Background: an optimization exercise with open tools, aiming at small area, a short achievable clock period and few clock cycles per item. Do not read the settings as production practice.
Only simulation tests tie the RTL to the original design; equivalence was not proved.
Power is estimated from default activity; no workload was simulated.

===== flow/design.v =====
package cache_pkg;
	localparam int ADDR_W     = 32;
	localparam int NUM_SETS   = 16;
	localparam int NUM_WAYS   = 8;
	localparam int OFFSET_W   = 6;
	localparam int INDEX_W    = 4;
	localparam int TAG_W      = 22;
	localparam int WAY_W      = 3;
	localparam int RESP_DEPTH = 4;
	localparam int RESP_PTR_W = 2;
	localparam int CNT_W      = 16;
	typedef enum logic [3:0] {
		READ_DATA   = 4'd0,
		WRITE_DATA  = 4'd1,
		READ_INSTR  = 4'd2,
		SNOOP_INVAL = 4'd3,
		SNOOP_READ  = 4'd4,
		SNOOP_RWIM  = 4'd6,
		CLEAR_ALL   = 4'd8
	} cache_op_e;
	typedef enum logic [1:0] {MODIFIED, EXCLUSIVE, SHARED, INVALID} mesi_e;
	typedef enum logic [1:0] {SNP_HIT, SNP_HITM, SNP_MISS} snoop_e;
	typedef enum logic [1:0] {IDLE, LOOKUP, UPDATE, CLEAR} ctrl_state_e;
	typedef logic [TAG_W-1:0]   tag_t;
	typedef logic [INDEX_W-1:0] index_t;
	typedef logic [WAY_W-1:0]   way_t;
	typedef struct packed {
		cache_op_e         op;
		logic              hit;
		way_t              way;
		snoop_e            snoop;
		mesi_e             state;
		logic [ADDR_W-1:0] addr;
	} resp_t;
endpackage
`timescale 1ns/100ps
module l2_mesi_cache (
	input  logic                          clk,
	input  logic                          arst_n,
	input  logic                          req_valid,
	output logic                          req_ready,
	input  logic [3:0]                    req_op,
	input  logic [cache_pkg::ADDR_W-1:0]  req_addr,
	output logic                          resp_valid,
	input  logic                          resp_ready,
	output logic [3:0]                    resp_op,
	output logic                          resp_hit,
	output logic [2:0]                    resp_way,
	output logic [1:0]                    resp_snoop,
	output logic [1:0]                    resp_state,
	output logic [cache_pkg::ADDR_W-1:0]  resp_addr,
	output logic [cache_pkg::CNT_W-1:0]   hit_count,
	output logic [cache_pkg::CNT_W-1:0]   miss_count
);
	localparam int NS   = 16;
	localparam int NW   = 8;
	localparam int TW   = 22;
	localparam int PW   = 28;    
	localparam int RW   = 44;    
	localparam logic [1:0] ST_M = 2'd0;
	localparam logic [1:0] ST_E = 2'd1;
	localparam logic [1:0] ST_S = 2'd2;
	localparam logic [1:0] ST_I = 2'd3;
	localparam logic [1:0] SN_HIT  = 2'd0;
	localparam logic [1:0] SN_HITM = 2'd1;
	localparam logic [1:0] SN_MISS = 2'd2;
	function automatic integer pidx(input integer w, input integer v);
		pidx = w * (w - 1) / 2 + v;
	endfunction
	logic [TW-1:0]   tag_q   [NS][NW];
	logic [2*NW-1:0] st_q    [NS];
	logic [PW-1:0]   lru_q   [NS];
	logic [NS-1:0]   fresh_q;
	logic        c_v;
	logic [NS-1:0] c_sel_a, c_sel_b, c_nsel_c, c_nsel_d;
	logic [3:0]  c_op;
	logic [31:0] c_addr;
	logic        s_v;
	logic [3:0]  s_op;
	logic [31:0] s_addr;
	logic [NW-1:0]   s_hit;
	logic [2*NW-1:0] s_st;
	logic [PW-1:0]   s_lru;
	logic          o_v;
	logic [RW-1:0] o_data;
	logic          k_v;
	logic [RW-1:0] k_data;
	logic          rdy_q;
	logic [15:0] hit_q;
	logic [15:0] miss_q;
	logic go2, fire2, acc, pop;
	assign go2       = !k_v;
	assign fire2     = s_v && go2;
	assign req_ready = rdy_q;
	assign acc       = req_valid && rdy_q;
	assign pop       = o_v && resp_ready;
	logic          op_clr, op_l1, op_snp, op_wr, op_sinv, op_srd;
	logic [NW-1:0] inv_v, lru_v, first_inv, vict, upd;
	logic          hit_any, inv_any, wr;
	logic [1:0]    hit_st, bus, own, new_state;
	logic [2:0]    upd_way;
	logic [2*NW-1:0] new_st;
	logic [PW-1:0]   new_lru;
	logic [RW-1:0]   resp_w;
	logic [3:0]    s_set;
	logic [TW-1:0] s_tag;
	logic [NW*NW-1:0] newer;
	assign s_set = s_addr[9:6];
	assign s_tag = s_addr[31:10];
	always_comb
	begin
		op_clr  = s_op[3];
		op_l1   = !s_op[3] && !s_op[2] && !(s_op[1] && s_op[0]);
		op_snp  = !op_clr && !op_l1;
		op_wr   = (s_op == 4'd1);
		op_sinv = !s_op[2];
		op_srd  = s_op[2] && !s_op[1];
		hit_any = |s_hit;
		hit_st  = '0;
		for (int w = 0; w < NW; w++)
		begin
			if (s_hit[w])
				hit_st = hit_st | s_st[2*w +: 2];
			inv_v[w] = (s_st[2*w +: 2] == ST_I);
		end
		inv_any = |inv_v;
		for (int w = 0; w < NW; w++)
			for (int v = 0; v < NW; v++)
				if (w > v)
					newer[w*NW+v] = s_lru[pidx(w, v)];
				else if (w < v)
					newer[w*NW+v] = !s_lru[pidx(v, w)];
				else
					newer[w*NW+v] = 1'b0;
		for (int w = 0; w < NW; w++)
		begin
			lru_v[w] = 1'b1;
			for (int v = 0; v < NW; v++)
				if (newer[w*NW+v])
					lru_v[w] = 1'b0;
		end
		for (int w = 0; w < NW; w++)
			first_inv[w] = inv_v[w] && !(|(inv_v & ((8'd1 << w) - 8'd1)));
		vict = inv_any ? first_inv : lru_v;
		upd  = hit_any ? s_hit : vict;
		upd_way = '0;
		for (int w = 0; w < NW; w++)
			if (upd[w])
				upd_way = upd_way | 3'(w);
		case (s_addr[1:0])
			2'b00:   bus = SN_HIT;
			2'b10:   bus = SN_HITM;
			default: bus = SN_MISS;
		endcase
		if (!hit_any)
			own = SN_MISS;
		else if (hit_st == ST_M)
			own = SN_HITM;
		else
			own = SN_HIT;
		if (op_l1)
		begin
			if (op_wr)
				new_state = ST_M;
			else if (hit_any)
				new_state = hit_st;
			else
				new_state = (bus == SN_MISS) ? ST_E : ST_S;
		end
		else if (!hit_any || op_clr)
			new_state = ST_I;
		else if (op_srd)
			new_state = ST_S;
		else if (op_sinv)
			new_state = (hit_st == ST_S) ? ST_I : hit_st;
		else
			new_state = ST_I;
		wr = op_l1 || (op_snp && hit_any);
		for (int w = 0; w < NW; w++)
			new_st[2*w +: 2] = (upd[w] && wr) ? new_state : s_st[2*w +: 2];
		for (int w = 1; w < NW; w++)
			for (int v = 0; v < w; v++)
				new_lru[pidx(w, v)] = upd[w] || (!upd[v] && s_lru[pidx(w, v)]);
		resp_w = {s_op, hit_any, op_clr ? 3'd0 : upd_way, op_l1 ? bus : own, new_state, s_addr};
	end
	logic [3:0]      c_set;
	logic [TW-1:0]   c_tag;
	logic [TW-1:0]   rd_tag [NW];
	logic [2*NW-1:0] rd_st;
	logic [PW-1:0]   rd_lru;
	logic            rd_fresh;
	logic [2*NW-1:0] st1;
	logic [PW-1:0]   lru1;
	logic [NW-1:0]   hit1;
	logic            hz, hz_clr, teq;
	logic [NW-1:0]   hit_n;
	logic [2*NW-1:0] st_n;
	logic [PW-1:0]   lru_n;
	assign c_set = c_addr[9:6];
	assign c_tag = c_addr[31:10];
	function automatic logic sel_for(input integer w, input integer s,
		input logic [NS-1:0] a, input logic [NS-1:0] b,
		input logic [NS-1:0] nc, input logic [NS-1:0] nd);
		case (w / 2)
			0:       sel_for = a[s];
			1:       sel_for = b[s];
			2:       sel_for = !nc[s];
			default: sel_for = !nd[s];
		endcase
	endfunction
	always_comb
	begin
		for (int w = 0; w < NW; w++)
		begin
			rd_tag[w] = '0;
			for (int s = 0; s < NS; s++)
				rd_tag[w] = rd_tag[w]
					| ({TW{sel_for(w, s, c_sel_a, c_sel_b, c_nsel_c, c_nsel_d)}} & tag_q[s][w]);
		end
		rd_st    = '0;
		rd_lru   = '0;
		rd_fresh = 1'b0;
		for (int s = 0; s < NS; s++)
		begin
			for (int w = 0; w < NW; w++)
				rd_st[2*w +: 2] = rd_st[2*w +: 2]
					| ({2{sel_for(w, s, c_sel_a, c_sel_b, c_nsel_c, c_nsel_d)}} & st_q[s][2*w +: 2]);
			for (int i = 0; i < PW; i++)
				rd_lru[i] = rd_lru[i]
					| (sel_for(i % NW, s, c_sel_a, c_sel_b, c_nsel_c, c_nsel_d) & lru_q[s][i]);
			rd_fresh = rd_fresh | (sel_for(7, s, c_sel_a, c_sel_b, c_nsel_c, c_nsel_d) & fresh_q[s]);
		end
		st1  = rd_fresh ? rd_st : '1;
		lru1 = rd_fresh ? rd_lru : '1;
		for (int w = 0; w < NW; w++)
			hit1[w] = (rd_tag[w] == c_tag) && (st1[2*w +: 2] != ST_I);
		teq    = (s_tag == c_tag);
		hz_clr = fire2 && op_clr;
		hz     = fire2 && (s_set == c_set);
		hit_n  = c_op[3] ? '0 : hit1;
		st_n   = st1;
		lru_n  = lru1;
		if (hz_clr)
		begin
			hit_n = '0;
			st_n  = '1;
			lru_n = '1;
		end
		else if (hz)
		begin
			for (int w = 0; w < NW; w++)
				if (upd[w] && wr && !c_op[3])
					hit_n[w] = teq && (new_state != ST_I);
			st_n  = new_st;
			lru_n = op_l1 ? new_lru : s_lru;
		end
	end
	logic c_v_d, k_v_d;
	always_comb
	begin
		c_v_d = acc || (c_v && !go2);
		k_v_d = k_v ? !pop : (fire2 && o_v && !pop);
	end
	always_ff @(posedge clk or negedge arst_n)
	begin
		if (!arst_n)
		begin
			rdy_q   <= 1'b1;
			c_v     <= 1'b0;
			s_v     <= 1'b0;
			o_v     <= 1'b0;
			k_v     <= 1'b0;
			hit_q   <= '0;
			miss_q  <= '0;
			fresh_q <= '0;
		end
		else
		begin
			rdy_q <= !c_v_d || !k_v_d;
			c_v   <= c_v_d;
			k_v   <= k_v_d;
			if (go2)
				s_v <= c_v;
			if (!k_v && fire2)
				o_v <= 1'b1;
			else if (!k_v && pop)
				o_v <= 1'b0;
			if (fire2 && op_l1)
			begin
				if (hit_any)
					hit_q <= hit_q + 16'd1;
				else
					miss_q <= miss_q + 16'd1;
			end
			if (fire2 && op_clr)
				fresh_q <= '0;
			else if (fire2 && op_l1)
				fresh_q <= fresh_q | (16'd1 << s_set);
		end
	end
	always_ff @(posedge clk)
	begin
		if (acc)
		begin
			c_op     <= req_op;
			c_addr   <= req_addr;
			c_sel_a  <= 16'd1 << req_addr[9:6];
			c_nsel_c <= ~(16'd1 << req_addr[9:6]);
		end
		if (rdy_q)
		begin
			c_sel_b  <= 16'd1 << req_addr[9:6];
			c_nsel_d <= ~(16'd1 << req_addr[9:6]);
		end
		if (go2)
		begin
			s_op   <= c_op;
			s_addr <= c_addr;
			s_hit  <= hit_n;
			s_st   <= st_n;
			s_lru  <= lru_n;
		end
		if (k_v)
		begin
			if (pop)
				o_data <= k_data;
		end
		else if (fire2)
		begin
			if (!o_v || pop)
				o_data <= resp_w;
			else
				k_data <= resp_w;
		end
	end
	logic [NS-1:0] s_sel;
	always_comb
		for (int s = 0; s < NS; s++)
			s_sel[s] = (s_set == 4'(s));
	for (genvar s = 0; s < NS; s++)
	begin : g_set
		always_ff @(posedge clk)
		begin
			if (fire2 && wr && s_sel[s])
				st_q[s] <= new_st;
			if (fire2 && op_l1 && s_sel[s])
				lru_q[s] <= new_lru;
		end
		for (genvar w = 0; w < NW; w++)
		begin : g_way
			always_ff @(posedge clk)
				if (fire2 && op_l1 && s_sel[s] && upd[w])
					tag_q[s][w] <= s_tag;
		end
	end
	assign resp_valid = o_v;
	assign {resp_op, resp_hit, resp_way, resp_snoop, resp_state, resp_addr} = o_data;
	assign hit_count  = hit_q;
	assign miss_count = miss_q;
endmodule

===== flow/config.mk =====
export PLATFORM = sky130hd
export DESIGN_NAME = l2_mesi_cache
export DESIGN_NICKNAME = l2_mesi_cache
export VERILOG_FILES = /design/flow/design.v
export SDC_FILE = /design/flow/constraint.sdc
export NUM_CORES = 4
export LEC_CHECK = 0
export CAP_MARGIN = 20
export CORE_MARGIN = 2
export CORE_UTILIZATION = 60
export PLACE_DENSITY = 0.7
export SLEW_MARGIN = 20

===== flow/run.sh =====
#!/bin/bash
# synth_recipe.tcl (not shown) runs the flow's synth.tcl, then flattens the netlist and writes it again
# the make line also repeats each setting of config.mk as NAME=value (left out here)
make -C /OpenROAD-flow-scripts/flow DESIGN_CONFIG=/design/flow/config.mk WORK_HOME=/design/flow/orfs CLKGATE_MAP_FILE= SYNTH_SCRIPT=/design/flow/synth_recipe.tcl finish

===== flow/constraint.sdc =====
create_clock -name core_clock -period 10.0 [get_ports {clk}]
set_input_delay 2.0000 -clock core_clock [delete_from_list [all_inputs] [get_ports {clk}]]
set_output_delay 2.0000 -clock core_clock [all_outputs]
set_load 0.01 [all_outputs]

==> results.tsv, run 1 <==
metric	value	unit
status	timing/DRC/antenna clean	
cts_setup_buffers	0	
dr.max_layer_used	met5	
cts-hold-fix-buffers	0	
slowest_delay	0.67	ns
critPathTopFamily	buffers and inverters	
die_w	491	µm
wl	450000	µm
die_area	241000	µm²
nFillCells	14828	
slew_violations	0	
worstPathRequired	8.00	ns
slew_headroom	0.185	
synth_xor_area_frac	0.0143	
port_buffers	117	
wl_met1	158000	µm
post-route-min-period	4.82	ns
ys_types	66	
yosysWarnings	5	
synth_nets	7712	
grt_pass1_vias	81192	
timing.hold.ws	0.422	ns
postPlaceCellArea	149000	µm²
critPathSlowestCell	clkdlybuf4s50_1	
worst_pin_slew	1.22	ns
holdPathStages	0	
ys_ff_latch	3849	
wl_per_cell	39.1	µm
yosysSeqAreaShare	0.811	
clkSlewWorstSetupHoldPaths	0.06	ns
start_util	0.604	
fmax	0.207	GHz
yosysMostFrequentCell	edfxtp_1	
cap_violations	0	
setup_viol	0	
coreArea	235000	µm²
wl_met2	198000	µm
synth_top_family_by_area	compound AO/OA/AOI/OAI gates	
critPathCaptureType	output pin	
hold_viol_final	0	
place_hpwl	239000	µm
die_h	491	µm
rr_endpoint	s_hit[4]$_SDFFCE_PP0N_	
synth_compound_area_frac	0.104	
crit_chain	buf_4 > clkdlybuf4s50_1	
ff_latch_area	115000	µm²
fin_setup_tns	0	ns
synthTopCellsByCount	edfxtp_1, a22o_1, a221oi_1	
grt_util_all_layers	0.368	
critPathLaunchType	flop	
muxShareOfSynthArea	0.00511	
ioPinCount	118	
clk_latency	1.01	ns
grt_antenna_before_repair	33	
cts_tree	built	
htreeDepth	5	
r2r_cells	9	
synthAdderAreaFrac	0.000176	
via_per_inst	7.35	
rows	178	
drive_gt1_frac	0.135	
dr_wl_met3	73400	µm
cts-root-buf	clkbuf_16	
syn_area_per_cell	18.5	µm²
grt_pass1_wl	620000	µm
critical_path_class	flop to output pin	
area_growth	13.1	%
crit_buf_inv	2	
ir_drop	0.000191	V
grt-ovfl-total	0	
holdCritPathClass	flop to flop	
crit_fanout	34	
cp.arrival	2.82	ns
synth-edff-count	3796	
design_area	161000	µm²
globalplace.congestion	0.959	
synthSimpleGateAreaFrac	0.0513	
cts_resized	0	
skew	0.0635	ns
nets	8099	
synth_cells	7670	
ys_async_sr_fraction	0.0138	
worst_hold_path.endpoint	s_addr[2]$_DFFE_PN_	
grt_max_degree	132	
ys.flop_type	edfxtp_1	
p_leak	50.6	nW
rrSetupSlack	5.40	ns
period_share	0.482	
cts_max_path_buffers	4	
yosys.area.top_type	edfxtp_1	
worstHoldStart	c_addr[2]$_DFFE_PP_	
syn_area	142000	µm²
power_density	251	nW/µm²
first_iter_violations	15472	
drc_errors	0	
synth_top_area_frac	0.801	
dr.pass1.iters	6	
yosys-top-cells-area	edfxtp_1, a22o_1, a221oi_1	
dr_total_vias	84612	
ant_nets	0	
multiInputGateArea	25700	µm²
rr_startpoint	c_nsel_c[2]$_DFFE_PP_	
cts_buffers	386	
cts_sinks	3849	
rsz0062_at_grt	no	
## metal layers
layer	GRT usage	vias to the layer above
met4	0.155	20
li1	-	32610
met3	0.123	1212
met5	0	-
met2	0.538	7854
met1	0.510	42916
## where the power goes
group / internal, W / leakage, nW / total (W) / switching [W]
Sequential: 0.0197 / 34.6 / 0.0199 / 0.000254
Combinational: 0.00150 / 10.1 / 0.00637 / 0.00488
Clock: 0.00810 / 5.90 / 0.0140 / 0.00594
Total: 0.0292 / 50.6 / 0.0403 / 0.0111
## worst max path at each step
stage / start / depth (start not counted) / end
3_3_place_gp: c_nsel_d[4]$_DFFE_PP_ / 10 / s_hit[7]$_SDFFCE_PP0N_
4_1_cts: rdy_q$_DFF_PN1_ / 2 / req_ready
6_report: rdy_q$_DFF_PN1_ / 2 / req_ready
2_1_floorplan: resp_ready / 2 / o_data[0]$_DFFE_PP_
5_1_grt: rdy_q$_DFF_PN1_ / 2 / req_ready
3_5_place_dp: c_nsel_d[4]$_DFFE_PP_ / 10 / s_hit[7]$_SDFFCE_PP0N_
## flip-flops by register name, summed over array words and instances (netlist names)
name	count
c_nsel_c	16
rdy_q	1
c_v	1
c_sel_a	16
o_data	44
fresh_q	16
s_lru	28
s_st	16
c_nsel_d	16
hit_q	16
lru_q	448
s_op	4
k_data	44
st_q	256
k_v	1
s_v	1
tag_q	2816
s_addr	32
c_sel_b	16
s_hit	8
o_v	1
miss_q	16
c_op	4
c_addr	32
## kinds of logic after synthesis
| logic type | Yosys count |
|---|---|
| flops | 3849 |
| xor+xnor | 232 |
| compound gates | 1722 |
| buf+inv | 502 |
| mux | 65 |
| simple gates | 1298 |
| fa+ha+maj | 2 |
## stage by stage
| step | std cells | power (W) | setup WS [ns] | util |
|---|---|---|---|---|
| floorplan | 7670 | 0.0233 | 5.35 | - |
| global placement | 10817 | 0.0261 | 5.81 | 0.632 |
| detailed placement | 10818 | 0.0263 | 5.73 | 0.632 |
| CTS | 11490 | 0.0400 | 5.18 | 0.683 |
| global route | 11496 | 0.0411 | 5.16 | 0.683 |
| finish | 11510 | 0.0403 | 5.18 | 0.683 |
## worst reg2reg max path: stages, from the launching register on
cell	delay [ns]
edfxtp_1	0.32
buf_4	0.36
clkinv_2	0.92
a2111oi_0	0.99
nand4_1	0.20
xnor2_1	0.20
nand4_1	0.13
nor4_1	0.50
nand4_1	0.49
a22oi_1	0.31
## cell type report
type / instances / share of cell area
clock inverters: 207 / 0.0120
clock buffers: 465 / 0.0628
flip-flops and latches: 3849 / 0.717
well taps: 3150 / 0.0245
multi-input cells: 3319 / 0.160
inverters: 76 / 0.00182
repair buffers: 425 / 0.0220
diodes: 19 / 0.000296
## placed cells by master (no fill, tap or decap), drive strengths merged, types with 5 or more instances in the layout
cell type      netlist  routed
a31oi                8       8
a21oi               25      25
nand2b               5       5
clkinvlp             0      11
xor2                60      60
clkinv               0     159
a32oi               20      20
o21ai               19      19
nor4                57      57
clkbuf             245     465
a221oi             530     530
nand4              240     240
nor3                15      15
xnor2              172     172
and3                13      13
a221o               66      66
bufinv               0      37
a2111o              15      15
and4                13      13
nor2b              498     498
a22oi              202     202
a22o               643     643
nand3               58      58
inv                 76      76
dfrtp               52      52
nand2              134     134
clkdlybuf4s50        0     116
o22ai                7       7
nor2               217     217
diode                0      19
and2b               28      28
buf                181     309
o22a                 5       5
and2                 5       5
a2111oi            165     165
edfxtp            3796    3796
mux2                61      61
Testbench counts, summed over its fixed seeds: cycles 32,024, items 32,000.
==> run 2, diff against run 1 <==
--- a/flow/design.v
+++ b/flow/design.v
@@ -92,6 +92,8 @@
 	assign go2       = !k_v;
 	assign fire2     = s_v && go2;
+	logic rdy;
+	assign rdy       = !c_v || !k_v;
 	assign req_ready = rdy_q;
-	assign acc       = req_valid && rdy_q;
+	assign acc       = req_valid && rdy;
 	assign pop       = o_v && resp_ready;
 	logic          op_clr, op_l1, op_snp, op_wr, op_sinv, op_srd;
@@ -308,5 +310,5 @@
 			c_nsel_c <= ~(16'd1 << req_addr[9:6]);
 		end
-		if (rdy_q)
+		if (rdy)
 		begin
 			c_sel_b  <= 16'd1 << req_addr[9:6];
--- a/flow/config.mk
+++ b/flow/config.mk
@@ -9,4 +9,6 @@
 export CORE_MARGIN = 2
 export CORE_UTILIZATION = 60
+export CTS_CLUSTER_DIAMETER = 60
+export CTS_CLUSTER_SIZE = 30
 export PLACE_DENSITY = 0.7
 export SLEW_MARGIN = 20
==> results.tsv, run 2 <==
metric	value	unit
grt_pass1_wl	625000	µm
critPathSlowestCell	a211oi_1	
synth_cells	7916	
critPathLaunchType	flop	
htreeDepth	4	
mostFrequentLayoutCell	edfxtp_1	
area_growth	9.78	%
holdCritPathClass	flop to flop	
yosys-top-cells-area	edfxtp_1, nor2b_1, a22o_1	
synthTopCellsByCount	edfxtp_1, nor2b_1, a22o_1	
via_per_inst	7.33	
yosysMostFrequentCell	edfxtp_1	
regMostFlops	tag_q	
top_regs	tag_q (2816), lru_q (448), st_q (256)	
cts_buffers	198	
yosysWarnings	5	
design_area	158000	µm²
globalplace.congestion	0.953	
rsz0062_at_grt	no	
syn_area_per_cell	18.2	µm²
cts_resized	0	
grt_pass1_vias	79181	
cap_violations	0	
crit_fanout	22	
syn_area	144000	µm²
wl	459000	µm
ys_types	71	
critical_path_class	flop to flop	
first_iter_violations	14912	
synth_nets	7958	
yosys.area.top_type	edfxtp_1	
cts_setup_buffers	0	
crit_chain	a211oi_1 > nand2_1 > nor3_1 > nand3_1 > buf_4 > nor2_4	
dpl_worst_slack	5.30	ns
cts_sinks	3849	
cts_max_path_buffers	3	
die_h	494	µm
rows	179	
dr.pass1.iters	7	
mostFrequentLayoutCells	edfxtp_1, nor2b_1, a22o_1	
cts-hold-fix-buffers	0	
post-route-min-period	4.56	ns
drive_gt1_frac	0.113	
slew_headroom	0.189	
die_w	494	µm
cp.arrival	5.10	ns
fin_setup_tns	0	ns
largest_register_ffs	2816	
drc_errors	0	
p_leak	50.1	nW
grt_util_all_layers	0.372	
ant_nets	0	
dr_total_vias	84010	
coreArea	238000	µm²
slowest_delay	0.93	ns
clk_latency	0.93	ns
setup_viol	0	
ys_ff_latch	3849	
nets	8159	
period_share	0.456	
yosysSeqAreaShare	0.801	
cts-root-buf	clkbuf_16	
power_density	234	nW/µm²
fmax	0.219	GHz
ioPinCount	118	
skew	0.0536	ns
synth_top_area_frac	0.791	
hold_viol_final	0	
cts_tree	built	
ys.flop_type	edfxtp_1	
setup_slack	5.44	ns
postPlaceCellArea	151000	µm²
worstPathRequired	10.54	ns
grt_max_degree	99	
grt_antenna_before_repair	20	
die_area	244000	µm²
clkSlewWorstSetupHoldPaths	0.10	ns
wl_per_cell	40.0	µm
crit_buf_inv	1	
status	timing/DRC/antenna clean	
place_inst	11083	
port_buffers	117	
synth-edff-count	3796	
critPathTopFamily	simple AND/OR/NAND/NOR gates	
start_util	0.604	
worst_pin_slew	1.21	ns
ir_drop	0.000209	V
slew_violations	0	
critPathCaptureType	flop	
grt-ovfl-total	0	
ys_async_sr_fraction	0.0138	
layoutNonFillerInstCount	11459	
place_hpwl	249000	µm
-- run 2: cell types whose count changed after synthesis, moves of 58 or more --
cell	previous run	this run
nor4_1	48	108
a221o_1	66	8
a22oi_1	202	139
nand4_1	240	167
nor2b_1	498	908
a2111oi_0	158	44
a22o_1	643	511
a2111o_1	15	270
-- run 2: final cells by class --
type,count,area [µm²]
Multi-Input combinational cell,3567,27700
Inverter,76,293
Timing Repair Buffer,425,3560
Clock inverter,153,2170
Tap cell,3167,3960
Antenna cell,16,40.0
Fill cell,15602,80200
Clock buffer,206,5090
Sequential cell,3849,115000
-- run 2: path summary, 6_finish.rpt --
check                           slack (ns)  depth (start not counted)           startpoint                       to
max in group asynchronous             8.21                          2               arst_n            k_v$_DFF_PN0_
worst max register to register        5.44                          6    s_op[0]$_DFFE_PN_  tag_q[110][5]$_DFFE_PP_
worst min-delay path                  0.41                          0  c_addr[2]$_DFFE_PP_      s_addr[2]$_DFFE_PN_
min in group asynchronous             1.22                          2               arst_n    miss_q[8]$_DFFE_PN0P_
worst max-delay path                  5.44                          6    s_op[0]$_DFFE_PN_  tag_q[110][5]$_DFFE_PP_
worst min register to register        0.41                          0  c_addr[2]$_DFFE_PP_      s_addr[2]$_DFFE_PN_
-- run 2: worst reg2reg max path: stages (launching register included) --
cell	delay (ns)
edfxtp_1	0.50
a211oi_1	0.93
nand2_1	0.31
nor3_1	0.40
nand3_1	0.68
buf_4	0.51
nor2_4	0.83
-- run 2: metal layers --
| metal | track usage | up-vias | part of all wire |
|---|---|---|---|
| li1 | - | 32629 | - |
| met1 | 0.521 | 43051 | 0.36 |
| met2 | 0.551 | 7212 | 0.45 |
| met3 | 0.0908 | 1114 | 0.14 |
| met4 | 0.183 | 4 | 0.055 |
| met5 | 0 | - | 0.000078 |
-- run 2: logic make-up after synthesis --
group                      Yosys count  share of synthesized area
DFF                               3849                      0.801
and+or+nand+nor                   1690                     0.0678
AOI/OAI and AO/OA                 1584                     0.0989
buffers and inverters              500                     0.0137
xor gates and xnor gates           230                     0.0140
muxes                               61                    0.00475
adders and majority gates            2                   0.000174
-- run 2: stage by stage --
step | power [W] | utilization | hold slack [ns]
finish | 0.0370 | 0.663 | 0.413
global route | 0.0376 | 0.663 | 0.421
CTS | 0.0367 | 0.663 | 0.421
detailed placement | 0.0271 | 0.633 | 0.409
global placement | 0.0269 | 0.632 | 0.402
floorplan | 0.0237 | - | 0.400
-- run 2: power breakdown --
part	switching [W]	internal [W]	total, W
Sequential	0.000356	0.0197	0.0201
Combinational	0.00530	0.00162	0.00693
Clock	0.00577	0.00421	0.00997
Total	0.0114	0.0256	0.0370
Testbench counts of run 2, summed over its fixed seeds: cycles 32,024, items 32,000.
==> run 3, diff against run 2 <==
==> flow/flow/run.sh (new file) <==
#!/bin/bash
# The standard layout, with the timing repair asked to leave 6.3 ns of setup
# slack at the design's 10 ns clock, i.e. to optimise paths down to about
# 3.7 ns. Constraints, clock period and all other steps are the standard flow's own.
set -euo pipefail
bash standard.sh finish SETUP_SLACK_MARGIN=6.3 > run_standard.log 2>&1
==> flow/standard.sh (new file) <==
#!/bin/bash
# synth_recipe.tcl (not shown) runs the flow's synth.tcl, then flattens the netlist and writes it again
# the make line also repeats each setting of config.mk as NAME=value (left out here)
make -C /OpenROAD-flow-scripts/flow DESIGN_CONFIG=/design/flow/config.mk WORK_HOME=/design/flow/orfs CLKGATE_MAP_FILE= SYNTH_SCRIPT=/design/flow/synth_recipe.tcl "${@:-finish}"
--- a/flow/config.mk
+++ b/flow/config.mk
@@ -9,6 +9,4 @@
 export CORE_MARGIN = 2
 export CORE_UTILIZATION = 60
-export CTS_CLUSTER_DIAMETER = 60
-export CTS_CLUSTER_SIZE = 30
 export PLACE_DENSITY = 0.7
 export SLEW_MARGIN = 20
removed: flow/run.sh
==> results.tsv, run 3 <==
metric	value	unit
rsz0062_at_grt	yes	
worstPathRequired	10.74	ns
slew_headroom	0.148	
hold_viol_final	0	
dr_total_vias	86083	
post-route-min-period	4.07	ns
synth_cells	7916	
clkSlewWorstSetupHoldPaths	0.06	ns
setup_slack	5.93	ns
syn_area_per_cell	18.2	µm²
skew	0.0793	ns
cts-hold-fix-buffers	0	
ioPinCount	118	
finish.utilization	0.688	
crit_fanout	23	
rows	179	
setup_viol	0	
die_h	494	µm
crit_buf_inv	2	
p_leak	53.1	nW
synth_top_area_frac	0.791	
critical_path_class	flop to flop	
wl_per_cell	39.6	µm
grt-ovfl-total	0	
period_share	0.407	
fin_setup_tns	0	ns
dr.pass1.iters	8	
switchingPower	0.0117	W
drive_gt1_frac	0.142	
critPathTopFamily	simple AND/OR/NAND/NOR gates	
ys_async_sr_fraction	0.0138	
power.internal	0.0297	W
dpl_worst_slack	5.72	ns
status	timing/DRC/antenna clean	
power_density	253	nW/µm²
htreeDepth	5	
wl	469000	µm
yosysSeqAreaShare	0.801	
layoutNonFillerInstCount	11847	
worst_pin_slew	1.28	ns
area_growth	13.9	%
yosys-top-cells-area	edfxtp_1, nor2b_1, a22o_1	
die_w	494	µm
mostFrequentLayoutCell	edfxtp_1	
slowest_delay	0.99	ns
ant_nets	0	
cts_max_path_buffers	4	
swShare	0.283	
place_inst	11095	
synth_nets	7958	
cp.arrival	4.81	ns
largest_register_ffs	2816	
cap_violations	0	
ys.flop_type	edfxtp_1	
port_buffers	117	
yosysWarnings	5	
nets	8421	
cts_tree	built	
pwr-share-clk	0.347	
drc_errors	0	
cts_buffers	385	
globalplace.congestion	0.984	
place_hpwl	249000	µm
top_regs	tag_q (2816), lru_q (448), st_q (256)	
cts_sinks	3849	
via_per_inst	7.27	
critPathSlowestCell	nor4_2	
grt_pass1_wl	639000	µm
clk_latency	1.02	ns
grt_pass1_vias	82039	
first_iter_violations	16255	
crit_chain	nor2b_1 > nand2_1 > buf_4 > nand2b_2 > nor4_2 > nand4_1 > buf_6 > o22ai_1	
yosys.area.top_type	edfxtp_1	
ys_ff_latch	3849	
grt_max_degree	83	
slew_violations	0	
die_area	244000	µm²
mostFrequentLayoutCells	edfxtp_1, nor2b_1, a22o_1	
grt_util_all_layers	0.379	
regMostFlops	tag_q	
ir_drop	0.000184	V
nFillCells	15020	
start_util	0.604	
cts-root-buf	clkbuf_16	
syn_area	144000	µm²
yosysMostFrequentCell	edfxtp_1	
critPathLaunchType	flop	
pwr-share-seq	0.484	
coreArea	238000	µm²
critPathCaptureType	flop	
fmax	0.246	GHz
holdCritPathClass	flop to flop	
synthTopCellsByCount	edfxtp_1, nor2b_1, a22o_1	
grt_antenna_before_repair	23	
combPwrFrac	0.169	
ys_types	71	
synth-edff-count	3796	
## run 3: cell types whose count changed in the layout (fill, tap and decap cells not counted), moves of 36 or more
| cell | change |
|---|---|
| clkinv_1 | +67 |
| clkinv_8 | -43 |
| dlygate4sd2_1 | +43 |
| clkinv_2 | +67 |
| clkdlybuf4s50_1 | -78 |
| buf_4 | +36 |
| bufinv_16 | +42 |
| clkbuf_1 | +62 |
| clkbuf_16 | +192 |
## run 3: routing by layer
layer  vias to the layer above  wire length [µm]  global-route usage
li1                      33291                 -                   -
met1                     43730            163000               0.511
met2                      7633            206000               0.554
met3                      1419             69400               0.115
met4                        10             30900               0.215
met5                         -                83                   0
## run 3: metrics by stage
step	power, W	area, µm²	hold slack (ns)
detailed placement	0.0271	151000	0.405
CTS	0.0411	164000	0.419
global placement	0.0269	151000	0.404
finish	0.0414	164000	0.420
global route	0.0422	164000	0.425
floorplan	0.0237	144000	0.400
## run 3: power by group through the flow
stage	Clock [W]	Sequential (W)	Combinational [W]
finish	0.0144	0.0201	0.00701
floorplan	0	0.0210	0.00273
detailed placement	0	0.0204	0.00668
global placement	0	0.0204	0.00654
CTS	0.0144	0.0200	0.00670
global route	0.0150	0.0201	0.00713
## run 3: worst reg2reg max path, cell delays in order, from the launching register on
cell and delay [ns]:
dfrtp_1 0.41, nor2b_1 0.23, nand2_1 0.10, buf_4 0.32, nand2b_2 0.79, nor4_2 1.01, nand4_1 0.20, buf_6 0.31
o22ai_1 0.46
## run 3: path summary, 6_finish.rpt
path	startpoint	endpoint	slack, ns	depth (start not counted)
setup / recovery	s_v$_DFFE_PN0N_	s_hit[3]$_SDFFCE_PP0N_	5.93	8
hold / removal	c_addr[1]$_DFFE_PP_	s_addr[1]$_DFFE_PN_	0.42	0
setup reg to reg	s_v$_DFFE_PN0N_	s_hit[3]$_SDFFCE_PP0N_	5.93	8
hold reg to reg	c_addr[1]$_DFFE_PP_	s_addr[1]$_DFFE_PN_	0.42	0
max in group asynchronous	arst_n	miss_q[2]$_DFFE_PN0P_	8.25	2
min in group asynchronous	arst_n	o_v$_DFFE_PN0P_	1.19	2
## run 3: layout make-up
| class | instances | area [µm²] | share of cell area |
|---|---|---|---|
| sequential | 3849 | 115000 | 0.703 |
| antenna | 15 | 37.5 | 0.000229 |
| multi-input combinational | 3594 | 28000 | 0.171 |
| timing repair buffer | 473 | 3930 | 0.0240 |
| inverter | 76 | 334 | 0.00204 |
| clock inverter | 211 | 2210 | 0.0135 |
| clock buffer | 462 | 10200 | 0.0619 |
| tap | 3167 | 3960 | 0.0242 |
## run 3: repair_timing
| action | in CTS | in global routing |
|---|---|---|
| gates cloned | 19 | 8 |
| pin swaps | 21 | 15 |
| endpoints found under the setup margin | 2514 | 1762 |
| gates resized for setup | 184 | 44 |
| buffers inserted | 26 | 11 |
| endpoints found under the hold margin | 0 | 0 |
## run 3: cell families (layout without fill, tap and decap cells)
| family | count (synthesis) | count (layout) | share of synthesized area |
|---|---|---|---|
| DFF | 3849 | 3849 | 0.801 |
| and+or+nand+nor | 1690 | 1717 | 0.0678 |
| AOI/OAI and AO/OA | 1584 | 1584 | 0.0989 |
| buffers and inverters | 500 | 1222 | 0.0137 |
| xor gates and xnor gates | 230 | 230 | 0.0140 |
| muxes | 61 | 61 | 0.00475 |
| adders and majority gates | 2 | 2 | 0.000174 |
| other | 0 | 15 | 0 |
==> run 4, diff against run 3 <==
--- a/flow/design.v
+++ b/flow/design.v
@@ -73,5 +73,5 @@
 	logic [NS-1:0]   fresh_q;
 	logic        c_v;
-	logic [NS-1:0] c_sel_a, c_sel_b, c_nsel_c, c_nsel_d;
+	logic [NS-1:0] c_sel_a, c_sel_b;
 	logic [3:0]  c_op;
 	logic [31:0] c_addr;
@@ -79,5 +79,7 @@
 	logic [3:0]  s_op;
 	logic [31:0] s_addr;
-	logic [NW-1:0]   s_hit;
+	logic [NW-1:0]   s_hit1;    
+	logic [NW-1:0]   s_fmask;   
+	logic            s_fval;
 	logic [2*NW-1:0] s_st;
 	logic [PW-1:0]   s_lru;
@@ -108,4 +110,5 @@
 	logic [TW-1:0] s_tag;
 	logic [NW*NW-1:0] newer;
+	logic [NW-1:0] s_hit;
 	assign s_set = s_addr[9:6];
 	assign s_tag = s_addr[31:10];
@@ -118,4 +121,5 @@
 		op_sinv = !s_op[2];
 		op_srd  = s_op[2] && !s_op[1];
+		s_hit   = (s_hit1 & ~s_fmask) | (s_fmask & {NW{s_fval}});
 		hit_any = |s_hit;
 		hit_st  = '0;
@@ -196,5 +200,5 @@
 	logic [NW-1:0]   hit1;
 	logic            hz, hz_clr, teq;
-	logic [NW-1:0]   hit_n;
+	logic [NW-1:0]   hit_n, fmask_n;
 	logic [2*NW-1:0] st_n;
 	logic [PW-1:0]   lru_n;
@@ -202,12 +206,6 @@
 	assign c_tag = c_addr[31:10];
 	function automatic logic sel_for(input integer w, input integer s,
-		input logic [NS-1:0] a, input logic [NS-1:0] b,
-		input logic [NS-1:0] nc, input logic [NS-1:0] nd);
-		case (w / 2)
-			0:       sel_for = a[s];
-			1:       sel_for = b[s];
-			2:       sel_for = !nc[s];
-			default: sel_for = !nd[s];
-		endcase
+		input logic [NS-1:0] a, input logic [NS-1:0] b);
+		sel_for = (w < NW / 2) ? a[s] : b[s];
 	endfunction
 	always_comb
@@ -218,5 +216,5 @@
 			for (int s = 0; s < NS; s++)
 				rd_tag[w] = rd_tag[w]
-					| ({TW{sel_for(w, s, c_sel_a, c_sel_b, c_nsel_c, c_nsel_d)}} & tag_q[s][w]);
+					| ({TW{sel_for(w, s, c_sel_a, c_sel_b)}} & tag_q[s][w]);
 		end
 		rd_st    = '0;
@@ -227,33 +225,30 @@
 			for (int w = 0; w < NW; w++)
 				rd_st[2*w +: 2] = rd_st[2*w +: 2]
-					| ({2{sel_for(w, s, c_sel_a, c_sel_b, c_nsel_c, c_nsel_d)}} & st_q[s][2*w +: 2]);
+					| ({2{sel_for(w, s, c_sel_a, c_sel_b)}} & st_q[s][2*w +: 2]);
 			for (int i = 0; i < PW; i++)
 				rd_lru[i] = rd_lru[i]
-					| (sel_for(i % NW, s, c_sel_a, c_sel_b, c_nsel_c, c_nsel_d) & lru_q[s][i]);
-			rd_fresh = rd_fresh | (sel_for(7, s, c_sel_a, c_sel_b, c_nsel_c, c_nsel_d) & fresh_q[s]);
+					| (sel_for(i % NW, s, c_sel_a, c_sel_b) & lru_q[s][i]);
+			rd_fresh = rd_fresh | (sel_for(7, s, c_sel_a, c_sel_b) & fresh_q[s]);
 		end
 		st1  = rd_fresh ? rd_st : '1;
-		lru1 = rd_fresh ? rd_lru : '1;
+		lru1 = rd_lru;
 		for (int w = 0; w < NW; w++)
-			hit1[w] = (rd_tag[w] == c_tag) && (st1[2*w +: 2] != ST_I);
+			hit1[w] = (rd_tag[w] == c_tag) && rd_fresh && (rd_st[2*w +: 2] != ST_I);
 		teq    = (s_tag == c_tag);
 		hz_clr = fire2 && op_clr;
 		hz     = fire2 && (s_set == c_set);
-		hit_n  = c_op[3] ? '0 : hit1;
-		st_n   = st1;
-		lru_n  = lru1;
+		hit_n   = (c_op[3] || hz_clr) ? '0 : hit1;
+		fmask_n = '0;
+		st_n    = st1;
+		lru_n   = lru1;
 		if (hz_clr)
-		begin
-			hit_n = '0;
-			st_n  = '1;
-			lru_n = '1;
-		end
+			st_n = '1;
 		else if (hz)
 		begin
-			for (int w = 0; w < NW; w++)
-				if (upd[w] && wr && !c_op[3])
-					hit_n[w] = teq && (new_state != ST_I);
+			if (wr && !c_op[3])
+				fmask_n = upd;
 			st_n  = new_st;
-			lru_n = op_l1 ? new_lru : s_lru;
+			if (op_l1)
+				lru_n = new_lru;
 		end
 	end
@@ -308,16 +303,14 @@
 			c_addr   <= req_addr;
 			c_sel_a  <= 16'd1 << req_addr[9:6];
-			c_nsel_c <= ~(16'd1 << req_addr[9:6]);
 		end
 		if (rdy)
-		begin
 			c_sel_b  <= 16'd1 << req_addr[9:6];
-			c_nsel_d <= ~(16'd1 << req_addr[9:6]);
-		end
 		if (go2)
 		begin
 			s_op   <= c_op;
 			s_addr <= c_addr;
-			s_hit  <= hit_n;
+			s_hit1  <= hit_n;
+			s_fmask <= fmask_n;
+			s_fval  <= teq && (new_state != ST_I);
 			s_st   <= st_n;
 			s_lru  <= lru_n;
==> flow/flow/run.sh (replaced) <==
#!/bin/bash
# The standard layout, with the timing repair asked to leave 6.5 ns of setup
# slack at the design's 10 ns clock, i.e. to optimise paths down to about
# 3.5 ns. Constraints, clock period and all other steps are the standard flow's own.
set -euo pipefail
bash standard.sh finish SETUP_SLACK_MARGIN=6.5 > run_standard.log 2>&1
==> results.tsv, run 4 <==
metric	value	unit
status	timing/DRC/antenna clean	
die_h	486	µm
holdCritPathClass	flop to flop	
yosysWarnings	5	
critPathCaptureType	output pin	
mostFrequentLayoutCells	edfxtp_1, a22o_1, a221oi_1	
ioPinCount	118	
rsz0062_at_grt	yes	
swShare	0.302	
cts_max_path_buffers	4	
worstPathRequired	8.00	ns
coreArea	231000	µm²
critPathLaunchType	flop	
grt_pass1_wl	614000	µm
mostFrequentLayoutCell	edfxtp_1	
yosysMostFrequentCell	edfxtp_1	
switchingPower	0.0130	W
cts_sinks	3826	
post-route-min-period	3.69	ns
cts_tree	built	
clkSlewWorstSetupHoldPaths	0.06	ns
worst_pin_slew	1.22	ns
critical_path_class	flop to output pin	
fmax	0.271	GHz
power	0.0430	W
synthTopCellsByCount	edfxtp_1, a221oi_1, a22o_1	
cp.arrival	1.69	ns
power_density	270	nW/µm²
fin_setup_tns	0	ns
slowest_delay	0.55	ns
hold_viol_final	0	
ir_drop	0.000239	V
ys.flop_type	edfxtp_1	
grt_util_all_layers	0.371	
pwr-share-clk	0.323	
slew_violations	0	
port_buffers	117	
synth_cells	7317	
wl_per_cell	40.1	µm
syn_area_per_cell	19.1	µm²
nFillCells	14035	
ant_nets	0	
wl	445000	µm
period_share	0.369	
grt-ovfl-total	0	
synth-edff-count	3773	
setup_slack	6.31	ns
synth_top_area_frac	0.812	
ys_ff_latch	3826	
cts-hold-fix-buffers	0	
crit_buf_inv	1	
drc_errors	0	
yosysSeqAreaShare	0.822	
area_growth	14.3	%
power.internal	0.0300	W
synth_nets	7359	
nets	7835	
start_util	0.605	
cap_violations	0	
dr.pass1.iters	7	
top_regs	tag_q (2816), lru_q (448), st_q (256)	
ys_async_sr_fraction	0.0139	
slew_headroom	0.186	
crit_chain	buf_6	
crit_fanout	1	
grt_max_degree	132	
critPathTopFamily	flip-flops	
grt_pass1_vias	80398	
pwr-share-seq	0.469	
die_area	236000	µm²
skew	0.0547	ns
p_leak	50.5	nW
yosys.area.top_type	edfxtp_1	
via_per_inst	7.52	
htreeDepth	5	
drive_gt1_frac	0.162	
regMostFlops	tag_q	
clk_latency	0.98	ns
cts_buffers	383	
die_w	486	µm
syn_area	139000	µm²
yosys-top-cells-area	edfxtp_1, a221oi_1, a22o_1	
dr_total_vias	83503	
dpl_worst_slack	5.58	ns
combPwrFrac	0.208	
cts-root-buf	clkbuf_16	
first_iter_violations	16325	
globalplace.congestion	0.927	
place_hpwl	221000	µm
ys_types	67	
setup_viol	0	
largest_register_ffs	2816	
rows	176	
critPathSlowestCell	edfxtp_1	
grt_antenna_before_repair	13	
## run 4: cell types whose count changed after synthesis, moves of 39 or more
cell,change
nor2b_1,-901
a2111o_1,-270
a221oi_1,+268
a22o_1,+260
a22oi_1,+97
buf_1,+93
nand4_1,+76
nor4_1,-71
a2111oi_0,-42
inv_1,-39
## run 4: area by class of cell
type | count | area [µm²] | area share
clock buffer | 484 | 10200 | 0.0637
inverter | 30 | 138 | 0.000863
antenna | 6 | 15.0 | 0.0000942
sequential | 3826 | 115000 | 0.719
timing repair buffer | 514 | 4630 | 0.0290
multi-input combinational | 3037 | 24300 | 0.153
clock inverter | 180 | 1730 | 0.0109
timing repair inverter | 1 | 7.51 | 0.0000471
tap | 3026 | 3790 | 0.0237
## run 4: logic make-up after synthesis
logic type      synth area share
buf+inv                   0.0133
xor+xnor                  0.0144
mux                      0.00482
simple gates              0.0301
fa+ha+maj               0.000179
compound gates             0.115
flops                      0.822
## run 4: power by group through the flow
| stage | sequential [W] | clock [W] | combinational [W] |
|---|---|---|---|
| 2_1_floorplan | 0.0210 | 0 | 0.00384 |
| 3_3_place_gp | 0.0205 | 0 | 0.00813 |
| 3_5_place_dp | 0.0205 | 0 | 0.00832 |
| 4_1_cts | 0.0201 | 0.0139 | 0.00854 |
| 5_1_grt | 0.0202 | 0.0145 | 0.00911 |
| 6_report | 0.0201 | 0.0139 | 0.00894 |
## run 4: per-layer routing
metal / track usage / vias up / share of wire
met4: 0.193 / 2 / 0.063
met5: 0 / - / 0.000038
met1: 0.496 / 42251 / 0.34
met2: 0.569 / 7779 / 0.45
li1: - / 32038 / -
met3: 0.0974 / 1433 / 0.15
## run 4: path summary, 6_finish.rpt
check                                     start                       to  slack [ns]  cells after the start
setup / recovery            o_data[9]$_DFFE_PP_             resp_addr[9]        6.31                      1
hold / removal              c_addr[1]$_DFFE_PP_      s_addr[1]$_DFFE_PN_        0.42                      0
setup reg to reg           c_sel_b[9]$_DFFE_PN_  s_hit1[6]$_SDFFCE_PP0N_        6.44                      9
hold reg to reg             c_addr[1]$_DFFE_PP_      s_addr[1]$_DFFE_PN_        0.42                      0
max in group asynchronous                arst_n          o_v$_DFFE_PN0P_        8.21                      2
min in group asynchronous                arst_n   miss_q[14]$_DFFE_PN0P_        1.18                      2
## run 4: stage by stage
stage | hold WS, ns | cells | utilization | area, µm²
6_report | 0.421 | 11104 | 0.692 | 159000
5_1_grt | 0.425 | 11099 | 0.691 | 159000
4_1_cts | 0.422 | 11074 | 0.690 | 159000
3_5_place_dp | 0.414 | 10308 | 0.633 | 146000
3_3_place_gp | 0.408 | 10304 | 0.633 | 146000
2_1_floorplan | 0.400 | 7317 | - | 140000
## run 4: timing repair
| action | 4_1_cts | 5_1_grt |
|---|---|---|
| resized for setup | 463 | 39 |
| pin swaps | 40 | 9 |
| cloned | 30 | 2 |
| buffers inserted | 72 | 21 |
| setup endpoints to repair | 2911 | 2099 |
| endpoints found under the hold margin | 0 | 0 |
## run 4: worst register-to-register path, delay by kind of cell (launching register included)
| kind | cells | cell delay, ns |
|---|---|---|
| simple gates | 4 | 1.52 |
| buf+inv | 3 | 1.13 |
| flops | 1 | 0.37 |
| compound gates | 2 | 0.34 |
Testbench counts of run 4, summed over its fixed seeds: cycles 32,024, items 32,000.
==> run 5, diff against run 4 <==
--- a/flow/config.mk
+++ b/flow/config.mk
@@ -8,5 +8,7 @@
 export CAP_MARGIN = 20
 export CORE_MARGIN = 2
-export CORE_UTILIZATION = 60
-export PLACE_DENSITY = 0.7
+export CORE_UTILIZATION = 70
+export CTS_CLUSTER_DIAMETER = 60
+export CTS_CLUSTER_SIZE = 30
+export PLACE_DENSITY = 0.78
 export SLEW_MARGIN = 20
==> results.tsv, run 5 <==
metric	value	unit
htreeDepth	4	
drive_gt1_frac	0.139	
cts_max_path_buffers	3	
power_density	251	nW/µm²
ys_ff_latch	3826	
wl	424000	µm
mostFrequentLayoutCells	edfxtp_1, a22o_1, a221oi_1	
start_util	0.706	
synth_top_family_by_area	compound AO/OA/AOI/OAI gates	
grt-ovfl-total	0	
ant_nets	0	
ioPinCount	118	
synth_top_area_frac	0.812	
crit_cells	1	
cts_buffers	187	
synth_nets	7359	
dr.pass1.iters	8	
cp-endpoint	req_ready	
globalplace.congestion	0.933	
cts-root-buf	clkbuf_16	
yosys-top-cells-area	edfxtp_1, a221oi_1, a22o_1	
ys.flop_type	edfxtp_1	
slowest_delay	0.56	ns
critPathSlowestCell	dfstp_2	
finish.utilization	0.775	
yosysMostFrequentCell	edfxtp_1	
crit_fanout	1	
worst_pin_slew	1.18	ns
postPlaceCellArea	145000	µm²
grt_antenna_before_repair	21	
hold_viol_final	0	
area_growth	9.86	%
synth_xor_area_frac	0.0144	
die_area	203000	µm²
critPathLaunchType	flop	
mostFrequentLayoutCell	edfxtp_1	
fmax	0.279	GHz
cts_sinks	3826	
rsz0062_at_grt	yes	
ir_drop	0.000237	V
worstPathRequired	8.00	ns
largest_register_ffs	2816	
ys_types	67	
synthSimpleGateAreaFrac	0.0301	
critPathLaunch	rdy_q$_DFF_PN1_	
dr_total_vias	82841	
post-route-min-period	3.59	ns
coreArea	198000	µm²
critPathCaptureType	output pin	
critical_path_class	flop to output pin	
nets	7604	
slew_violations	0	
regMostFlops	tag_q	
grt_util_all_layers	0.408	
synth-edff-count	3773	
top_regs	tag_q (2816), lru_q (448), st_q (256)	
p_leak	47.9	nW
yosys.area.top_type	edfxtp_1	
drc_errors	0	
first_iter_violations	17135	
muxShareOfSynthArea	0.00482	
syn_area_per_cell	19.1	µm²
rr_endpoint	s_hit1[2]$_SDFFCE_PP0N_	
rows	163	
period_share	0.359	
via_per_inst	8.00	
synth_compound_area_frac	0.115	
clkSlewWorstSetupHoldPaths	0.11	ns
status	timing/DRC/antenna clean	
port_buffers	117	
timing.hold.ws	0.425	ns
slew_headroom	0.215	
grt_pass1_vias	79647	
synth_cells	7317	
crit_buf_inv	1	
r2r_cells	8	
setup_viol	0	
grt_pass1_wl	580000	µm
rrSetupSlack	6.45	ns
rr_startpoint	c_sel_a[7]$_DFFE_PP_	
wl_per_cell	40.9	µm
die_w	450	µm
clk_latency	0.95	ns
syn_area	139000	µm²
die_h	450	µm
cp.arrival	1.59	ns
grt_max_degree	113	
yosysWarnings	5	
skew	0.0481	ns
ys_async_sr_fraction	0.0139	
place_hpwl	206000	µm
critPathTopFamily	flip-flops	
cts_tree	built	
design_area	153000	µm²
crit_chain	buf_6	
synthAdderAreaFrac	0.000179	
yosysSeqAreaShare	0.822	
holdCritPathClass	flop to flop	
cts-hold-fix-buffers	0	
cap_violations	0	
synthTopCellsByCount	edfxtp_1, a221oi_1, a22o_1	
fin_setup_tns	0	ns
## run 5: cell counts after synthesis
No cell type changed its count.
## run 5: worst min-delay path by stage
stage | startpoint | to | cells past startpoint
after floorplan | c_addr[0]$_DFFE_PP_ | s_addr[0]$_DFFE_PN_ | 0
after global placement | c_addr[0]$_DFFE_PP_ | s_addr[0]$_DFFE_PN_ | 0
after detailed placement | c_addr[5]$_DFFE_PP_ | s_addr[5]$_DFFE_PN_ | 0
after CTS | c_addr[5]$_DFFE_PP_ | s_addr[5]$_DFFE_PN_ | 0
after global routing | c_addr[0]$_DFFE_PP_ | s_addr[0]$_DFFE_PN_ | 0
final | c_addr[5]$_DFFE_PP_ | s_addr[5]$_DFFE_PN_ | 0
## run 5: through the flow
step	instances	setup WS, ns	power (W)
finish	10361	6.41	0.0385
global route	10350	6.41	0.0391
CTS	10309	6.28	0.0377
detailed placement	9931	5.91	0.0286
global placement	9931	5.40	0.0283
floorplan	7317	6.58	0.0248
## run 5: layout make-up
| class | instances | area, µm² |
|---|---|---|
| sequential | 3826 | 115000 |
| inverter | 30 | 120 |
| timing repair buffer | 506 | 4530 |
| clock inverter | 135 | 1830 |
| fill | 9878 | 44400 |
| clock buffer | 201 | 4870 |
| antenna | 12 | 30.0 |
| multi-input combinational | 3011 | 23900 |
| tap | 2640 | 3300 |
## run 5: cell families after synthesis
family | after synthesis
muxes | 59
DFF | 3826
xor gates and xnor gates | 230
buffers and inverters | 483
AOI/OAI and AO/OA | 1889
and+or+nand+nor | 828
adders and majority gates | 2
## run 5: where the power goes
group          total (W)  switching [W]  internal [W]
clock            0.00947        0.00542       0.00405
sequential        0.0201       0.000304        0.0198
combinational    0.00895        0.00673       0.00222
total             0.0385         0.0125        0.0260
## run 5: what timing repair did
action | CTS | global route
resized for setup | 379 | 69
gates cloned | 6 | 11
buffers inserted | 36 | 26
pin swaps | 4 | 3
setup endpoints to repair | 2048 | 1720
## run 5: routing by layer
metal	track usage	part of all wire	vias to the layer above
li1	-	-	31432
met1	0.535	0.31	40917
met4	0.236	0.071	12
met3	0.113	0.17	1626
met5	0	0.00046	-
met2	0.623	0.45	8854
==> run 6, diff against run 5 <==
==> flow/flow/run.sh (replaced) <==
#!/bin/bash
# The standard layout, with the timing repair asked to leave 6.8 ns of setup
# slack at the design's 10 ns clock, i.e. to optimise paths down to about
# 3.2 ns. Constraints, clock period and all other steps are the standard flow's own.
set -euo pipefail
bash standard.sh finish SETUP_SLACK_MARGIN=6.8 > run_standard.log 2>&1
--- a/flow/config.mk
+++ b/flow/config.mk
@@ -8,7 +8,7 @@
 export CAP_MARGIN = 20
 export CORE_MARGIN = 2
-export CORE_UTILIZATION = 70
+export CORE_UTILIZATION = 60
 export CTS_CLUSTER_DIAMETER = 60
 export CTS_CLUSTER_SIZE = 30
-export PLACE_DENSITY = 0.78
+export PLACE_DENSITY = 0.7
 export SLEW_MARGIN = 20
==> results.tsv, run 6 <==
metric	value	unit
syn_area	139000	µm²
cap_violations	0	
power.internal	0.0266	W
die_area	236000	µm²
critPathLaunchType	flop	
synth-edff-count	3773	
first_iter_violations	17526	
yosysMostFrequentCell	edfxtp_1	
finish.utilization	0.686	
setup_slack	6.35	ns
pwr-share-clk	0.240	
clkSlewWorstSetupHoldPaths	0.11	ns
slew_headroom	0.192	
cts_buffers	190	
p_leak	49.6	nW
ant_nets	0	
worstPathRequired	8.00	ns
globalplace.congestion	0.928	
grt_pass1_wl	618000	µm
power_density	253	nW/µm²
clk_latency	0.89	ns
status	timing/DRC/antenna clean	
pwr-share-seq	0.501	
critPathLaunch	o_data[38]$_DFFE_PP_	
top_regs	tag_q (2816), lru_q (448), st_q (256)	
htreeDepth	4	
wl_per_cell	42.3	µm
synth_nets	7359	
start_util	0.605	
grt_util_all_layers	0.377	
synth_top_area_frac	0.812	
via_per_inst	7.70	
place_inst	10303	
rr_startpoint	c_sel_b[10]$_DFFE_PN_	
ys_types	67	
hold_viol_final	0	
yosys.area.top_type	edfxtp_1	
combPwrFrac	0.258	
skew	0.0691	ns
nets	7800	
coreArea	231000	µm²
slew_violations	0	
area_growth	13.4	%
grt_max_degree	101	
crit_buf_inv	1	
yosysWarnings	5	
drive_gt1_frac	0.171	
period_share	0.365	
critPathCaptureType	output pin	
post-route-min-period	3.65	ns
rsz0062_at_grt	yes	
ys_async_sr_fraction	0.0139	
yosysSeqAreaShare	0.822	
slowest_delay	0.56	ns
worst_pin_slew	1.21	ns
rows	176	
swShare	0.335	
fmax	0.274	GHz
grt_antenna_before_repair	12	
ir_drop	0.000247	V
die_h	486	µm
place_hpwl	215000	µm
synth_cells	7317	
worstHoldStart	c_addr[3]$_DFFE_PP_	
cts_sinks	3826	
port_buffers	117	
dpl_worst_slack	5.43	ns
holdCritPathClass	flop to flop	
ys_ff_latch	3826	
mostFrequentLayoutCells	edfxtp_1, a22o_1, a221oi_1	
critPathTopFamily	flip-flops	
largest_register_ffs	2816	
ys.flop_type	edfxtp_1	
switchingPower	0.0134	W
dr_total_vias	84323	
wl	463000	µm
mostFrequentLayoutCell	edfxtp_1	
grt_pass1_vias	78634	
cts-root-buf	clkbuf_16	
grt-ovfl-total	0	
yosys-top-cells-area	edfxtp_1, a221oi_1, a22o_1	
cts_tree	built	
ioPinCount	118	
layoutNonFillerInstCount	10948	
critPathSlowestCell	edfxtp_1	
cts_max_path_buffers	3	
fin_setup_tns	0	ns
crit_chain	buf_2	
power	0.0400	W
syn_area_per_cell	19.1	µm²
setup_viol	0	
dr.pass1.iters	9	
synthTopCellsByCount	edfxtp_1, a221oi_1, a22o_1	
crit_fanout	1	
cts-hold-fix-buffers	0	
drc_errors	0	
regMostFlops	tag_q	
critical_path_class	flop to output pin	
die_w	486	µm
cp.arrival	1.65	ns
[run 6: metrics by stage]
step / area (µm²) / hold slack [ns]
after floorplan: 140000 / 0.400
after global placement: 146000 / 0.406
after detailed placement: 146000 / 0.407
after CTS: 156000 / 0.430
after global routing: 158000 / 0.438
final: 158000 / 0.435
[run 6: final timing paths]
path                                            to  slack, ns  cells past startpoint
max reg2reg                s_hit1[6]$_SDFFCE_PP0N_       6.52                      8
min                            s_addr[3]$_DFFE_PN_       0.43                      0
min reg2reg                    s_addr[3]$_DFFE_PN_       0.43                      0
min in group asynchronous     hit_q[1]$_DFFE_PN0P_       1.28                      2
max                                    resp_way[2]       6.35                      1
max in group asynchronous          o_v$_DFFE_PN0P_       8.16                      2
[run 6: cell type report]
class	count	area, µm²
Fill cell	14159	72500
Inverter	30	125
Multi-Input combinational cell	3047	25200
Antenna cell	17	42.5
Clock buffer	203	4890
Sequential cell	3826	115000
Timing Repair Buffer	663	7510
Clock inverter	136	1930
Tap cell	3026	3790
[run 6: logic make-up (layout without fill, tap and decap cells)]
| group | after synthesis | after routing | synth area share |
|---|---|---|---|
| flip-flops | 3826 | 3826 | 0.822 |
| AND/OR/NAND/NOR | 828 | 867 | 0.0301 |
| multiplexers | 59 | 59 | 0.00482 |
| XOR/XNOR | 230 | 230 | 0.0144 |
| buffers and inverters | 483 | 1032 | 0.0133 |
| AO/OA/AOI/OAI | 1889 | 1889 | 0.115 |
| other | 0 | 17 | 0 |
| adder cells (fa/ha/maj) | 2 | 2 | 0.000179 |
[run 6: timing repair]
item	4_1_cts	5_1_grt
cloned	64	21
gates resized for setup	601	202
setup buffers	129	75
setup endpoints to repair	3845	1612
pin swaps	75	60
[run 6: power groups by stage]
stage                     registers, W  clock network (W)  logic (W)
after floorplan                 0.0210                  0    0.00386
after global placement          0.0204                  0    0.00817
after detailed placement        0.0204                  0    0.00834
after CTS                       0.0200            0.00955    0.00940
after global routing            0.0201             0.0101     0.0104
final                           0.0200            0.00960     0.0103
[run 6: routing by layer]
| layer | track usage | vias up | wire, µm |
|---|---|---|---|
| met5 | 0.00286 | - | 104 |
| met4 | 0.187 | 2 | 29900 |
| met3 | 0.0994 | 1505 | 74900 |
| met2 | 0.578 | 8445 | 209000 |
| met1 | 0.507 | 42449 | 150000 |
| li1 | - | 31922 | - |

==> static timing again, ports no longer ideal <==
In the flow no input, the clock included, has a driving cell. The finished layouts below were timed again as built, in two steps. Step 1 assumes that a clkbuf_16 drives the clock port and a buf_2 every other input. Step 2 also shifts input and output timing later by t, the mid clock arrival at the registers, as if the neighbouring blocks saw the same clock. Three values: ideal, step 1, step 2; two values: the first two.
| run | shift t [ns] | slack for setup (ns) | worst setup path at the end |
|---|---|---|---|
| run 1 | 1.089 | 5.178 / 5.070 / 5.398 | register to register |
| run 2 | 0.993 | 5.440 / 5.440 / 5.440 | register to register |
| run 3 | 1.084 | 5.931 / 5.931 / 5.625 | input to register |
| run 4 | 1.050 | 6.308 / 6.214 / 6.140 | input to register |
| run 5 | 1.002 | 6.412 / 6.324 / 6.171 | input to register |
| run 6 | 0.954 | 6.348 / 6.256 / 6.188 | input to register |
After both steps setup and hold are still met in every run listed. The setup slack of run 3, which loses most, moves by 0.000 ns with the drivers and by -0.306 ns with both steps.
